Source: an optimization exercise on an open RTL-to-GDS flow (aim: small area, a short achievable clock period and few clock cycles per item). Production flows keep margins and buffers that such runs may drop.
Function was not checked in any run shown here: the RTL went through the layout flow alone.
Power is estimated from default activity; no workload was simulated.

## flow/design.v (module list and top-level ports; edited modules follow where they fit)
// module mac_fa: 10 lines
// module mac_ha: 9 lines
// module wallace_mac: 1980 lines
module wallace_mac (
    input  wire        clk,
    input  wire        arst_n,
    input  wire        req,
    output logic       ack,
    input  wire [15:0] a,
    input  wire [15:0] b,
    input  wire [31:0] acc,
    input  wire        cin,
    output logic [32:0] result
);
  // ...
==> flow/flow/run.sh <==
#!/bin/bash
# The standard layout (the standard.sh: ORFS synthesis and place and route,
# unchanged), except that the port buffers that global placement inserts on
# every input and output use a plain buffer cell rather than the delay cell
# the resizer would pick by default.
set -euo pipefail
export BUFFER_PORTS_ARGS="-buffer_cell ${PORT_BUFFER:-sky130_fd_sc_hd__buf_2}"
bash standard.sh > standard_flow.log 2>&1
==> flow/standard.sh <==
#!/bin/bash
# synth_recipe.tcl (not shown) runs the flow's synth.tcl, then flattens the netlist and writes it again
# the make line also repeats each setting of config.mk as NAME=value (left out here)
make -C /OpenROAD-flow-scripts/flow DESIGN_CONFIG=/design/flow/config.mk WORK_HOME=/design/flow/orfs CLKGATE_MAP_FILE= SYNTH_SCRIPT=/design/flow/synth_recipe.tcl "${@:-finish}"
==> flow/config.mk <==
export PLATFORM = sky130hd
export DESIGN_NAME = wallace_mac
export DESIGN_NICKNAME = wallace_mac
export VERILOG_FILES = /design/flow/design.v
export SDC_FILE = /design/flow/constraint.sdc
export NUM_CORES = 4
export LEC_CHECK = 0
export CAP_MARGIN = 20
export CORE_MARGIN = 2
export CORE_UTILIZATION = 40
export CTS_BUF_LIST = sky130_fd_sc_hd__clkbuf_8
export SETUP_SLACK_MARGIN = 2.0
export SLEW_MARGIN = 20
export SYNTH_HIERARCHICAL = 1
export SYNTH_MINIMUM_KEEP_SIZE = 0
==> flow/constraint.sdc <==
create_clock -name core_clock -period 6.0 [get_ports {clk}]
set_input_delay 1.2000 -clock core_clock [delete_from_list [all_inputs] [get_ports {clk}]]
set_output_delay 1.2000 -clock core_clock [all_outputs]
set_load 0.01 [all_outputs]
==> flow_summary.json, run 1 <==
{
  "place_area_mm2": 0.00957,
  "criticalPathCategory": "flop to output pin",
  "synth_top_family_by_area": "adder cells",
  "combPwrFrac_pct": 80.1,
  "synth_fa_ha_area_share_pct": 58.2,
  "path_cells": "fa_1, ha_4, a21o_1, a21o_1, a221oi_4, o31ai_4, a311o_1, a21oi_2, nor4_2, a2111oi_2, buf_2",
  "synth.area.top_cells": "fa_1 54%, dfxtp_1 16%, nand2_1 11%",
  "use_met1_pct": 26.5,
  "crit_path_max_fanout": 4,
  "drc": 0,
  "wl_met1_um": 9390,
  "clockRootBuffer": "clkbuf_8",
  "clock-sinks": 72,
  "intPower_w": 0.00320,
  "core_area_mm2": 0.0225,
  "dpl_worst_slack_ns": 1.42,
  "synth_top_area_cell": "fa_1",
  "cp.required_ns": 4.80,
  "ff_latch_area_mm2": 0.00145,
  "path_depth": 11,
  "clockBufferDepth": 2,
  "clkbuf_count": 9,
  "dr.first_iter.drc_count": 347,
  "n_fill_cell": 2100,
  "maxCapViolCount": 0,
  "final-setup-viol-count": 0,
  "p_comb_w": 0.00477,
  "setup_tns_ns": 0,
  "dominant_cells": "multi-input combinational cells",
  "mostFrequentLayoutCell": "nand2_1",
  "crit_buf_inv": 1,
  "status": "finished clean",
  "buf_share_pct": 6.92,
  "via_per_inst": 5.05
}
==> inputs of run 2 (changes only) <==
--- a/flow/design.v
+++ b/flow/design.v
@@ -1079,22 +1079,16 @@
     wire s_27;
     wire s_28;
     wire s_29;
     wire s_30;
     wire s_31;
     wire s_32;
     logic r_fc_172;
     logic r_fs_173;
-    logic r_fs_141;
-    logic r_fc_181;
-    logic r_fs_182;
-    logic r_fs_143;
-    logic r_fc_182;
-    logic r_fs_183;
     logic r_fs_145;
     logic r_fc_183;
     logic r_fs_184;
     logic r_fs_147;
     logic r_fc_184;
     logic r_fs_185;
     logic r_fs_149;
     logic r_fc_185;
@@ -1126,16 +1120,20 @@
     logic r_fs_205;
     logic r_fc_205;
     logic r_fs_206;
     logic r_fc_206;
     logic r_fs_207;
     logic r_fc_207;
     logic r_fs_208;
     logic r_fc_208;
+    logic r_fs_209;
+    logic r_fc_209;
+    logic r_fs_210;
+    logic r_fc_210;
     logic r_fs_219;
     logic r_fs_220;
     logic r_fc_219;
     logic r_fs_221;
     logic r_fc_220;
     logic r_fs_222;
     logic r_fc_221;
     logic r_fs_223;
@@ -1660,16 +1658,18 @@
     mac_fa u_fa_201 (.x(hs_10), .y(fc_173), .z(fs_174), .s(fs_201), .c(fc_201));
     mac_fa u_fa_202 (.x(fs_128), .y(fc_174), .z(fs_175), .s(fs_202), .c(fc_202));
     mac_fa u_fa_203 (.x(fs_129), .y(fc_175), .z(fs_176), .s(fs_203), .c(fc_203));
     mac_fa u_fa_204 (.x(fs_131), .y(fc_176), .z(fs_177), .s(fs_204), .c(fc_204));
     mac_fa u_fa_205 (.x(fs_133), .y(fc_177), .z(fs_178), .s(fs_205), .c(fc_205));
     mac_fa u_fa_206 (.x(fs_135), .y(fc_178), .z(fs_179), .s(fs_206), .c(fc_206));
     mac_fa u_fa_207 (.x(fs_137), .y(fc_179), .z(fs_180), .s(fs_207), .c(fc_207));
     mac_fa u_fa_208 (.x(fs_139), .y(fc_180), .z(fs_181), .s(fs_208), .c(fc_208));
+    mac_fa u_fa_209 (.x(fs_141), .y(fc_181), .z(fs_182), .s(fs_209), .c(fc_209));
+    mac_fa u_fa_210 (.x(fs_143), .y(fc_182), .z(fs_183), .s(fs_210), .c(fc_210));
     mac_fa u_fa_219 (.x(fs_161), .y(fs_192), .z(fc_191), .s(fs_219), .c(fc_219));
     mac_fa u_fa_220 (.x(fc_161), .y(fs_193), .z(fc_192), .s(fs_220), .c(fc_220));
     mac_fa u_fa_221 (.x(fc_163), .y(fs_194), .z(fc_193), .s(fs_221), .c(fc_221));
     mac_fa u_fa_222 (.x(fc_165), .y(fs_195), .z(fc_194), .s(fs_222), .c(fc_222));
     mac_fa u_fa_223 (.x(fc_167), .y(fs_196), .z(fc_195), .s(fs_223), .c(fc_223));
     mac_fa u_fa_224 (.x(fc_169), .y(fs_197), .z(fc_196), .s(fs_224), .c(fc_224));
     mac_fa u_fa_225 (.x(fs_198), .y(fc_170), .z(fc_197), .s(fs_225), .c(fc_225));
     mac_fa u_fa_226 (.x(nacc_30), .y(pp_15_15), .z(fc_198), .s(fs_226), .c(fc_226));
@@ -1688,22 +1688,16 @@
     assign P2_2 = p0_2 & P1_1;
     assign G2_3 = G1_3 | (P1_3 & G1_1);
     assign P2_3 = P1_3 & P1_1;
     assign s_2 = ~(p0_2 ^ G1_1);
     assign s_3 = ~(p0_3 ^ G2_2);
     always_ff @(posedge clk) begin
         r_fc_172 <= fc_172;
         r_fs_173 <= fs_173;
-        r_fs_141 <= fs_141;
-        r_fc_181 <= fc_181;
-        r_fs_182 <= fs_182;
-        r_fs_143 <= fs_143;
-        r_fc_182 <= fc_182;
-        r_fs_183 <= fs_183;
         r_fs_145 <= fs_145;
         r_fc_183 <= fc_183;
         r_fs_184 <= fs_184;
         r_fs_147 <= fs_147;
         r_fc_184 <= fc_184;
         r_fs_185 <= fs_185;
         r_fs_149 <= fs_149;
         r_fc_185 <= fc_185;
@@ -1735,16 +1729,20 @@
         r_fs_205 <= fs_205;
         r_fc_205 <= fc_205;
         r_fs_206 <= fs_206;
         r_fc_206 <= fc_206;
         r_fs_207 <= fs_207;
         r_fc_207 <= fc_207;
         r_fs_208 <= fs_208;
         r_fc_208 <= fc_208;
+        r_fs_209 <= fs_209;
+        r_fc_209 <= fc_209;
+        r_fs_210 <= fs_210;
+        r_fc_210 <= fc_210;
         r_fs_219 <= fs_219;
         r_fs_220 <= fs_220;
         r_fc_219 <= fc_219;
         r_fs_221 <= fs_221;
         r_fc_220 <= fc_220;
         r_fs_222 <= fs_222;
         r_fc_221 <= fc_221;
         r_fs_223 <= fs_223;
@@ -1760,18 +1758,16 @@
         r_G2_3 <= G2_3;
         r_P2_3 <= P2_3;
         r_p0_0 <= p0_0;
         r_p0_1 <= p0_1;
         r_s_2 <= s_2;
         r_s_3 <= s_3;
     end
     mac_fa u_ha_15 (.x(r_fc_172), .y(r_fs_173), .z(1'b1), .s(hs_15), .c(hc_15));
-    mac_fa u_fa_209 (.x(r_fs_141), .y(r_fc_181), .z(r_fs_182), .s(fs_209), .c(fc_209));
-    mac_fa u_fa_210 (.x(r_fs_143), .y(r_fc_182), .z(r_fs_183), .s(fs_210), .c(fc_210));
     mac_fa u_fa_211 (.x(r_fs_145), .y(r_fc_183), .z(r_fs_184), .s(fs_211), .c(fc_211));
     mac_fa u_fa_212 (.x(r_fs_147), .y(r_fc_184), .z(r_fs_185), .s(fs_212), .c(fc_212));
     mac_fa u_fa_213 (.x(r_fs_149), .y(r_fc_185), .z(r_fs_186), .s(fs_213), .c(fc_213));
     mac_fa u_fa_214 (.x(r_fs_151), .y(r_fc_186), .z(r_fs_187), .s(fs_214), .c(fc_214));
     mac_fa u_fa_215 (.x(r_fs_153), .y(r_fc_187), .z(r_fs_188), .s(fs_215), .c(fc_215));
     mac_fa u_fa_216 (.x(r_fc_153), .y(r_fs_189), .z(r_fc_188), .s(fs_216), .c(fc_216));
     mac_fa u_fa_217 (.x(r_fc_155), .y(r_fs_190), .z(r_fc_189), .s(fs_217), .c(fc_217));
     mac_fa u_fa_218 (.x(r_fc_157), .y(r_fs_191), .z(r_fc_190), .s(fs_218), .c(fc_218));
@@ -1788,22 +1784,22 @@
     assign g0_9 = r_fc_204 & r_fs_205;
     assign p0_9 = r_fc_204 ^ r_fs_205;
     assign g0_10 = r_fc_205 & r_fs_206;
     assign p0_10 = r_fc_205 ^ r_fs_206;
     assign g0_11 = r_fc_206 & r_fs_207;
     assign p0_11 = r_fc_206 ^ r_fs_207;
     assign g0_12 = r_fc_207 & r_fs_208;
     assign p0_12 = r_fc_207 ^ r_fs_208;
-    assign g0_13 = r_fc_208 & fs_209;
-    assign p0_13 = r_fc_208 ^ fs_209;
-    assign g0_14 = fc_209 & fs_210;
-    assign p0_14 = fc_209 ^ fs_210;
-    assign g0_15 = fc_210 & fs_211;
-    assign p0_15 = fc_210 ^ fs_211;
+    assign g0_13 = r_fc_208 & r_fs_209;
+    assign p0_13 = r_fc_208 ^ r_fs_209;
+    assign g0_14 = r_fc_209 & r_fs_210;
+    assign p0_14 = r_fc_209 ^ r_fs_210;
+    assign g0_15 = r_fc_210 & fs_211;
+    assign p0_15 = r_fc_210 ^ fs_211;
     assign g0_16 = fc_211 & fs_212;
     assign p0_16 = fc_211 ^ fs_212;
     assign g0_17 = fc_212 & fs_213;
     assign p0_17 = fc_212 ^ fs_213;
     assign g0_18 = fc_213 & fs_214;
     assign p0_18 = fc_213 ^ fs_214;
     assign g0_19 = fc_214 & fs_215;
     assign p0_19 = fc_214 ^ fs_215;
==> flow_summary.json, run 2 <==
{
  "overflow": 0,
  "clk_pin_slew_worst_paths_ns": 0.09,
  "vdd_drop_max_mv": 0.429,
  "drive_gt1_share_pct": 24.3,
  "grt_pass1_vias": 6631,
  "dieArea_mm2": 0.0238,
  "syn_area_per_cell_um2": 10.7,
  "grt.total_usage_pct": 19.7,
  "drt_wl_total_um": 21900,
  "status": "finished clean",
  "utilization_pct": 46.4,
  "final-setup-viol-count": 0,
  "min_period_ns": 4.80,
  "synth-seq-cells": 70,
  "wire_per_inst_um": 18.4,
  "synth.most_common_cell": "nand2_1",
  "antenna_found_initial": 0,
  "setup_tns_ns": 0,
  "power_density_mw_per_mm2": 584,
  "multi_input_area_mm2": 0.00733,
  "synth_mux_area_share_pct": 0,
  "synth_top_area_share_pct": 54.2,
  "yosys.area_share.simple_pct": 12.0,
  "grt_pass1_wl_um": 35600,
  "h-tree-depth": 3,
  "ant_nets": 0,
  "synth_xor_area_share_pct": 2.32,
  "cts_tree": "done",
  "grt_max_degree": 17,
  "area_growth_pct": 14.9,
  "clockBufferDepth": 2,
  "criticalPathCategory": "flop to output pin",
  "ys_warn_count": 7,
  "io_buffers": 101,
  "core_area_mm2": 0.0224,
  "cts_hold_buf": 0,
  "async_flop_share_pct": 1.43,
  "combPwrFrac_pct": 77.3,
  "yosys-top-cells-count": "262 x nand2_1, 245 x fa_1, 69 x dfxtp_1",
  "io_pins": 102,
  "slew_viol_final": 0,
  "first_pass_iters": 5,
  "initial_core_util_pct": 40.3,
  "synth_top_area_cell": "fa_1",
  "clock-sinks": 70,
  "via_per_inst": 5.01,
  "maxCapViolCount": 0,
  "final_cell_mix": "260 x nand2_1, 216 x fa_1, 88 x buf_2, 66 x dfxtp_1, 47 x inv_1",
  "ff_latch_area_mm2": 0.00141,
  "clkPwrFrac_pct": 9.4,
  "seq_area_frac_synth_pct": 15.5,
  "numCtsBuffers": 9,
  "die_w_um": 154,
  "syn-instance-count": 845,
  "sw_frac_of_total_pct": 44.1,
  "switchingPower_w": 0.00268,
  "die_y_um": 154,
  "share_seq_of_total_power_pct": 13.2,
  "n_fill_cell": 2141,
  "rows": 55,
  "gp_congestion": 0.842,
  "worst_setup_path_end_kind": "output pin",
  "num_vias": 5950,
  "mostFrequentLayoutCell": "nand2_1",
  "crit_path_max_fanout": 3,
  "intPower_w": 0.00339,
  "crit_arrival_ns": 3.60,
  "hold_path_class": "primary input to async pin",
  "syn_area_mm2": 0.00905,
  "timing.final.crit_share_pct": 80.0,
  "rsz0062_at_grt": "true",
  "ys_types": 40,
  "clockRootBuffer": "clkbuf_8",
  "synth-edff-count": 0,
  "dp_hpwl_um": 17000,
  "nNetsFinal": 1242,
  "synth_fa_ha_area_share_pct": 58.5,
  "synth_ff_type": "dfxtp_1",
  "diodes": 0,
  "critPathLaunchType": "flop",
  "hold_viol": 0,
  "power.leakage_nw": 4.15,
  "dr.first_iter.drc_count": 503,
  "drc": 0,
  "fmaxAchievable_mhz": 208,
  "synth_compound_area_share_pct": 4.20,
  "cp.required_ns": 4.80,
  "synth_top_family_by_area": "adder cells",
  "synth.area.top_cells": "fa_1 54%, dfxtp_1 15%, nand2_1 11%"
}
## run 2: changes by cell type after synthesis, moves of 3 or more
cell,previous run,this run
o21ai_0,2,8
nor2_1,8,4
clkbuf_1,64,56
buf_1,0,8
inv_1,46,49
o21ai_1,4,0
nor3_1,0,3
## run 2: final timing paths
path                       startpoint    endpoint  slack, ns  depth (start not counted)
max                          r_fc_185  result[31]       1.20                         11
min                            arst_n         ack       0.56                          1
max in group asynchronous      arst_n         ack       5.35                          1
min in group core_clock           req         ack       0.91                          1
## run 2: cell families after synthesis
logic type / after synthesis
flops: 70
compound gates: 48
buf+inv: 146
fa+ha+maj: 276
other cells: 1
simple gates: 280
xor+xnor: 24
## run 2: power by group through the flow
| stage | logic, W | registers [W] | clock network (W) |
|---|---|---|---|
| detailed placement | 0.00398 | 0.000814 | 0 |
| finish | 0.00470 | 0.000803 | 0.000572 |
| global placement | 0.00392 | 0.000810 | 0 |
| CTS | 0.00454 | 0.000807 | 0.000587 |
| global route | 0.00525 | 0.000827 | 0.000605 |
| floorplan | 0.00350 | 0.000788 | 0 |
## run 2: repair_timing
| item | CTS | global route |
|---|---|---|
| gates cloned | 0 | 0 |
| setup buffers | 15 | 8 |
| setup endpoints to repair | 28 | 27 |
| gates resized for setup | 59 | 26 |
| pin swaps | 41 | 35 |
## run 2: worst max-delay path: stages (launching register included)
cell and delay [ns]:
dfxtp_2 0.32, fa_1 0.57, ha_4 0.21, a211oi_2 0.17
nor2_1 0.09, or4_1 0.40, a221o_1 0.36, a22oi_4 0.33
o31ai_4 0.12, o41a_1 0.36, xnor2_1 0.14, buf_2 0.15
## run 2: area by class of cell
cell class | instances | share of cell area, %
Sequential cell | 70 | 13.6
Tap cell | 285 | 3.43
Inverter | 49 | 1.79
Multi-Input combinational cell | 643 | 70.5
Timing Repair Buffer | 125 | 7.93
Clock inverter | 7 | 1.61
Clock buffer | 9 | 1.19
## run 2: stage by stage
step | hold slack [ns] | setup slack (ns) | cells | cell area [µm²] | total power [W]
6_report | 0.564 | 1.20 | 1188 | 10400 | 0.00607
5_1_grt | 0.565 | 1.07 | 1188 | 10400 | 0.00669
4_1_cts | 0.555 | 1.16 | 1180 | 10200 | 0.00593
3_5_place_dp | 0.976 | 1.33 | 1149 | 9590 | 0.00480
3_3_place_gp | 0.975 | 1.40 | 1149 | 9590 | 0.00473
2_1_floorplan | 0.904 | 1.82 | 859 | 9670 | 0.00429
## run 2: Yosys stat by module (local to each module, per instance)
module / flops+latches / area (µm²) / cells inside
mac_fa: 0 / 20.0 / 1
wallace_mac: 70 / 4230 / 604
## run 2: routing by layer
metal	wire, µm	GRT usage (%)
met1	9320	26.9
met3	1610	4.15
met4	401	5.29
met2	10500	32.1
met5	0	0

## afterwards: timing with drivers on the ports
The results above use ideal ports. As a check the final layouts listed here were re-extracted and re-timed, cells and wires unchanged.
Step 1 (the two cells are an assumption about what drives the block):
set clk [get_ports {clk}]
set_driving_cell -lib_cell sky130_fd_sc_hd__clkbuf_16 $clk
set_driving_cell -lib_cell sky130_fd_sc_hd__buf_2 [delete_from_list [all_inputs] $clk]
Step 2, shift: input delay + t, output delay - t, t = (earliest + latest rising clock arrival at the registers) / 2. This alone moves slack from input paths to output paths.
Slacks: no drivers / after step 1 / after step 2; pairs: no drivers / after step 1.
run | t (ns) | setup slack, ns | worst setup path after step 2 | latest minus earliest clock arrival (ns) | worst slew at a driven data input, ns
run 1 | 0.410 | 1.421 / 1.383 / 1.656 | input to register | 0.018 / 0.018 | 0.05
run 2 | 0.422 | 1.201 / 1.162 / 1.535 | input to register | 0.013 / 0.014 | 0.07
After both steps setup and hold are still met in every run listed.
